Background: an optimization exercise with open tools, aiming at a short achievable clock period and few clock cycles per item. Do not read the settings as production practice.
At most, simulation tests tie the RTL to the original design; equivalence was not proved.
The clock port is modelled as an ideal driver; clocking choices that lean on that would not hold on a real chip.
Power figures rest on the tool's default switching activity, not on a simulated workload.

Design ex_stage, start of the top module:
module ex_stage (
	input  logic                                      clock,
	input  logic                                      reset,
	input  logic [2-1:0]                 issue_valid,
	input  logic [2*2-1:0]               issue_unit,
	input  logic [2*3-1:0]               issue_op,
	input  logic [2*32-1:0]        issue_a,
	input  logic [2*32-1:0]        issue_b,
	input  logic [2*5-1:0]    issue_rob,
	input  logic [2*6-1:0]     issue_pr,
	output logic [2-1:0]              complete_valid,
	output logic [2*5-1:0] complete_rob,
	output logic [2*6-1:0]  complete_pr,
	output logic [2*32-1:0]     complete_value,
	output logic [3-1:0]                    unit_busy
);
	localparam int NW  = 2;
	localparam int NS  = 2;
	localparam int XL  = 32;
	localparam int RB  = 5;
	localparam int PB  = 6;
	logic [NW-1:0]    v1_q;
	logic [NW-1:0]    mul1_q;
	logic [NW*3-1:0]  op1_q;
	logic [NW*XL-1:0] a1_q, b1_q;
	logic [NW*RB-1:0] rob1_q;
	logic [NW*PB-1:0] pr1_q;
	logic [3-1:0] busy_q;
	logic             msel;
	assign msel = issue_valid[1] && (issue_unit[3:2] == ex_pkg::UNIT_MULT);
	always_ff @(posedge clock) begin
		if (reset)
			v1_q <= '0;
		else
			v1_q <= issue_valid;
	end
	always_ff @(posedge clock)
		busy_q <= {3{reset}};
	always_ff @(posedge clock) begin
		for (int w = 0; w < NW; w++)
			mul1_q[w] <= issue_unit[w*2 +: 2] == ex_pkg::UNIT_MULT;
		op1_q  <= issue_op;
		a1_q   <= issue_a;
		b1_q   <= issue_b;
		rob1_q <= issue_rob;
		pr1_q  <= issue_pr;
	end
	assign unit_busy = busy_q;
	ex_pkg::xlen_t row_x, row_y;
	exec_mult mult_i (
		.clock(clock),
		.a(msel ? issue_a[XL +: XL] : issue_a[0 +: XL]),
		.b(msel ? issue_b[XL +: XL] : issue_b[0 +: XL]),
		.row_x(row_x), .row_y(row_y)
	);
	logic [NW*XL-1:0] lx, ly;
	logic [NW-1:0]    lc;
	logic [NS-1:0]    slot_valid;
	logic             swap;
	for (genvar w = 0; w < NW; w++) begin : g_alu
		exec_alu alu_i (
			.op(op1_q[w*3 +: 3]),
			.a(a1_q[w*XL +: XL]), .b(b1_q[w*XL +: XL]),
			.x(lx[w*XL +: XL]), .y(ly[w*XL +: XL]), .cin(lc[w])
		);
	end
	complete_arbiter arbiter_i (
		.lane_valid(v1_q), .lane_rob(rob1_q),
		.slot_valid(slot_valid), .swap(swap)
	);
	logic [NW*XL-1:0] lx2_q, ly2_q;
	logic [NW-1:0]    lc2_q;
	logic             swap2_q;
	logic [NS-1:0]    sv2_q;
	logic [NS-1:0]    smul2_q;
	logic [NS*RB-1:0] srob2_q;
	logic [NS*PB-1:0] spr2_q;
	always_ff @(posedge clock) begin
		if (reset)
			sv2_q <= '0;
  ...
clock: 6.5 ns
lec_check: 0
abc_clock_period_in_ps: 1500
cap_margin: 20
core_margin: 2
core_utilization: 65
cts_buf_list: sky130_fd_sc_hd__clkbuf_16
cts_cluster_diameter: 80
cts_cluster_size: 25
setup_slack_margin: 4.6
slew_margin: 20
tns_end_percent: 100
standard.sh (not shown) runs the stock make flow with config.mk's settings and CLKGATE_MAP_FILE= SYNTH_SCRIPT=/design/flow/synth_recipe.tcl, a recipe that flattens the netlist after the stock synthesis.
==> flow/flow/run.sh <==
#!/bin/bash
set -euo pipefail
here=$(pwd)
export POST_CTS_TCL=$here/flow/post_cts.tcl
bash standard.sh finish > $here/standard_flow.log 2>&1
==> flow/flow/post_cts.tcl <==
proc clk_collapse { maxport } {
  set block [ord::get_db_block]
  set cnet [$block findNet clock]
  while {1} {
    set loads {}
    foreach it [$cnet getITerms] { if {[$it isInputSignal]} { lappend loads $it } }
    set others [llength $loads]
    set best ""
    foreach it $loads {
      set inst [$it getInst]
      if {![string match "sky130_fd_sc_hd__clkbuf_*" [[$inst getMaster] getName]]} { continue }
      set n 0
      foreach o [[[$inst findITerm X] getNet] getITerms] { if {[$o isInputSignal]} { incr n } }
      if {$others - 1 + $n <= $maxport} { set best $inst; break }
    }
    if {$best eq ""} { break }
    set onet [[$best findITerm X] getNet]
    set sinks {}
    foreach o [$onet getITerms] { if {[$o isInputSignal]} { lappend sinks $o } }
    foreach o $sinks { $o disconnect; $o connect $cnet }
    puts "clk_collapse: removed [$best getName], the clock port now feeds [expr {$others - 1 + [llength $sinks]}] pins"
    [$best findITerm A] disconnect
    odb::dbInst_destroy $best
    odb::dbNet_destroy $onet
  }
}
clk_collapse 4
estimate_parasitics -placement
report_clock_latency
Testbench counts at the start, summed over its fixed seeds: cycles 2,459, items 4,800.
Change:
Settings changed: CORE_UTILIZATION 65 to 50.
What happened:
- count of clock-buffer cells in the layout goes up by 2
- maximum frequency goes down by 0.37%
- sequential share of layout area goes down by 0.57 points
- total power goes up by 2.4%
- die area goes up by 30%
- worst setup slack loses 8.3 ps
- global-route usage goes down by 7.3 points
- design area goes up by 1.3%
- combinational power goes up by 4.0%
Change:
==> flow/run.sh (new file) <==
#!/bin/bash
# synth_recipe.tcl (not shown) runs the flow's synth.tcl, then flattens the netlist and writes it again
# the make line also repeats each setting of config.mk as NAME=value (left out here)
make -C /OpenROAD-flow-scripts/flow DESIGN_CONFIG=/design/flow/config.mk WORK_HOME=/design/flow/orfs CLKGATE_MAP_FILE= SYNTH_SCRIPT=/design/flow/synth_recipe.tcl finish
Settings changed: CTS_BUF_LIST sky130_fd_sc_hd__clkbuf_16 to default, CTS_CLUSTER_DIAMETER 80 to default, CTS_CLUSTER_SIZE 25 to default.
removed: flow/flow/run.sh
removed: flow/flow/post_cts.tcl
removed: flow/standard.sh
Outcome: Clock power climbs by well over a third. Worst hold slack got worse by 5.1 ps. Wire length goes up slightly. Maximum frequency went down by roughly a tenth. Synthesized area stays the same.

* * *

old:
Another version of the RTL of ex_stage (not shown whole).
clock: 6.5 ns
lec_check: 0
abc_clock_period_in_ps: 1500
cap_margin: 20
core_margin: 2
core_utilization: 50
setup_slack_margin: 4.3
slew_margin: 20
tns_end_percent: 100
run.sh (not shown) runs the stock make flow with config.mk's settings and CLKGATE_MAP_FILE= SYNTH_SCRIPT=/design/flow/synth_recipe.tcl, a recipe that flattens the netlist after the stock synthesis.
Stock flow here: none of the scripts above is used.
For new, these inputs were changed with respect to old:
- ABC_CLOCK_PERIOD_IN_PS: 1500 -> 400
## What came out
Reported for old and new, maximum frequency turned out identical to the last digit. Re final critical delay including setup and external delays: no difference whatsoever between new and old. Final hold slack of old is on par with new. Cell area after layout came out exactly the same in old and new. Per the comparison of new with old, critical path depth in cells about even, number of nets produced by synthesis comparable, area after synthesis shows no meaningful change.
No run of this note included a check of the RTL's function; only the layout flow was run.

* * *

Setup of the previous run:
Another version of the RTL of ex_stage (not shown whole).
Size in the first run: roughly 4200 cells after synthesis, ~1200 flip-flops, ~260 I/O pins.
==> flow/design.v (excerpt) <==
module ex_stage (
	input  logic                                      clock,
	input  logic                                      reset,
	input  logic [2-1:0]                 issue_valid,
	input  logic [2*2-1:0]               issue_unit,
	input  logic [2*3-1:0]               issue_op,
	input  logic [2*32-1:0]        issue_a,
	input  logic [2*32-1:0]        issue_b,
	input  logic [2*5-1:0]    issue_rob,
	input  logic [2*6-1:0]     issue_pr,
	output logic [2-1:0]              complete_valid,
	output logic [2*5-1:0] complete_rob,
	output logic [2*6-1:0]  complete_pr,
	output logic [2*32-1:0]     complete_value,
	output logic [3-1:0]                    unit_busy
);
==> flow/config.mk <==
export PLATFORM = sky130hd
export DESIGN_NAME = ex_stage
export DESIGN_NICKNAME = ex_stage
export VERILOG_FILES = /design/flow/design.v
export SDC_FILE = /design/flow/constraint.sdc
export NUM_CORES = 4
export LEC_CHECK = 0
export ABC_CLOCK_PERIOD_IN_PS = 1500
export CAP_MARGIN = 20
export CORE_MARGIN = 2
export CORE_UTILIZATION = 50
export CTS_BUF_LIST = sky130_fd_sc_hd__clkbuf_16
export CTS_CLUSTER_DIAMETER = 80
export CTS_CLUSTER_SIZE = 25
export SETUP_SLACK_MARGIN = 4.6
export SLEW_MARGIN = 20
export TNS_END_PERCENT = 100
==> flow/constraint.sdc <==
create_clock -name core_clock -period 6.5 [get_ports {clock}]
set_input_delay 1.3000 -clock core_clock [delete_from_list [all_inputs] [get_ports {clock}]]
set_output_delay 1.3000 -clock core_clock [all_outputs]
set_load 0.01 [all_outputs]
standard.sh (not shown) runs the stock make flow with config.mk's settings and CLKGATE_MAP_FILE= SYNTH_SCRIPT=/design/flow/synth_recipe.tcl, a recipe that flattens the netlist after the stock synthesis.
==> flow/flow/run.sh <==
#!/bin/bash
set -euo pipefail
here=$(pwd)
export POST_CTS_TCL=$here/flow/post_cts.tcl
bash standard.sh finish > $here/standard_flow.log 2>&1
==> flow/flow/post_cts.tcl <==
proc clk_collapse { maxport } {
  set block [ord::get_db_block]
  set cnet [$block findNet clock]
  while {1} {
    set loads {}
    foreach it [$cnet getITerms] { if {[$it isInputSignal]} { lappend loads $it } }
    set others [llength $loads]
    set best ""
    foreach it $loads {
      set inst [$it getInst]
      if {![string match "sky130_fd_sc_hd__clkbuf_*" [[$inst getMaster] getName]]} { continue }
      set n 0
      foreach o [[[$inst findITerm X] getNet] getITerms] { if {[$o isInputSignal]} { incr n } }
      if {$others - 1 + $n <= $maxport} { set best $inst; break }
    }
    if {$best eq ""} { break }
    set onet [[$best findITerm X] getNet]
    set sinks {}
    foreach o [$onet getITerms] { if {[$o isInputSignal]} { lappend sinks $o } }
    foreach o $sinks { $o disconnect; $o connect $cnet }
    puts "clk_collapse: removed [$best getName], the clock port now feeds [expr {$others - 1 + [llength $sinks]}] pins"
    [$best findITerm A] disconnect
    odb::dbInst_destroy $best
    odb::dbNet_destroy $onet
  }
}
clk_collapse 4
estimate_parasitics -placement
report_clock_latency

# Flip-flops that drive an output port's buffer get the strongest drive of their cell type.
proc upsize_output_flops {} {
  set block [ord::get_db_block]
  set db [ord::get_db]
  set n 0
  foreach bt [$block getBTerms] {
    if {[$bt getIoType] ne "OUTPUT"} { continue }
    set net [$bt getNet]
    foreach it [$net getITerms] {
      if {![$it isOutputSignal]} { continue }
      set buf [$it getInst]
      set a [$buf findITerm A]
      if {$a eq "NULL" || $a eq ""} { continue }
      set inet [$a getNet]
      foreach d [$inet getITerms] {
        if {![$d isOutputSignal]} { continue }
        set ff [$d getInst]
        set m [[$ff getMaster] getName]
        if {[regexp {^sky130_fd_sc_hd__dfxtp_[12]$} $m]} {
          $ff swapMaster [$db findMaster sky130_fd_sc_hd__dfxtp_4]
          incr n
        }
      }
    }
  }
  puts "upsize_output_flops: $n flip-flops now dfxtp_4"
}
upsize_output_flops
detailed_placement
estimate_parasitics -placement
#### Input delta (the current run over the previous run)
==> flow/flow/run.sh <==
#!/bin/bash
set -euo pipefail
here=$(pwd)
export POST_CTS_TCL=$here/flow/post_cts.tcl
bash standard.sh ADDER_MAP_FILE= finish > $here/standard_flow.log 2>&1
==> flow/flow/post_cts.tcl <==
proc clk_collapse { maxport } {
  set block [ord::get_db_block]
  set cnet [$block findNet clock]
  while {1} {
    set loads {}
    foreach it [$cnet getITerms] { if {[$it isInputSignal]} { lappend loads $it } }
    set others [llength $loads]
    set best ""
    foreach it $loads {
      set inst [$it getInst]
      if {![string match "sky130_fd_sc_hd__clkbuf_*" [[$inst getMaster] getName]]} { continue }
      set n 0
      foreach o [[[$inst findITerm X] getNet] getITerms] { if {[$o isInputSignal]} { incr n } }
      if {$others - 1 + $n <= $maxport} { set best $inst; break }
    }
    if {$best eq ""} { break }
    set onet [[$best findITerm X] getNet]
    set sinks {}
    foreach o [$onet getITerms] { if {[$o isInputSignal]} { lappend sinks $o } }
    foreach o $sinks { $o disconnect; $o connect $cnet }
    puts "clk_collapse: removed [$best getName], the clock port now feeds [expr {$others - 1 + [llength $sinks]}] pins"
    [$best findITerm A] disconnect
    odb::dbInst_destroy $best
    odb::dbNet_destroy $onet
  }
}
clk_collapse 4
estimate_parasitics -placement
report_clock_latency
Findings:
The current run ends up with a combinational power that is 32% higher than in the previous run.
Delta (the current run minus the previous run): met3 layer usage reported by global route shrank by 0.30 points, global-route wire length before repair grew by 8500 µm.
A capture point of the critical path of unit_busy[2] is what the previous run shows, while spr2_q[10]$_DFF_P_ belongs to the current run.
No functional check of the RTL was part of any run of this note.

-- re-timing with driven ports --
In the flow no input, the clock included, has a driving cell. The finished layouts below were timed again as built, in two steps.
Step 1, drivers: a clkbuf_16 drives clock and a buf_2 each remaining input, both assumed.
Step 2 adds t to the input delays and takes it off the output delays; t is the mean of the earliest and latest rising clock arrival at the registers after step 1. Input paths then give back, and output paths get back, about the clock's delay inside the block.
Three values: no drivers, after step 1, after step 2; two values: the first two.
run	shift t [ns]	setup WS [ns]	worst setup path at the end	clock arrival spread, ns	cell pins on the clock port's net
the first run of note 1	0.605	4.249 / 4.129 / 3.712	input to register	0.023 / 0.023	4
the second run of note 1	0.644	4.241 / 4.085 / 3.784	input to register	0.035 / 0.036	4
the third run of note 1	0.783	4.011 / 3.937 / 3.722	input to register	0.065 / 0.065	1
old	0.722	3.900 / 3.900 / 3.654	input to register	0.055 / 0.055	1
new	0.722	3.900 / 3.900 / 3.654	input to register	0.055 / 0.055	1
the previous run	0.625	4.223 / 4.081 / 3.980	input to register	0.029 / 0.029	4
the current run	0.629	4.139 / 4.073 / 4.031	input to register	0.040 / 0.040	4
After both steps setup and hold are still met in every run listed. The setup slack of the first run of note 1, which loses most, moves by -0.120 ns with the drivers and by -0.537 ns with both steps.
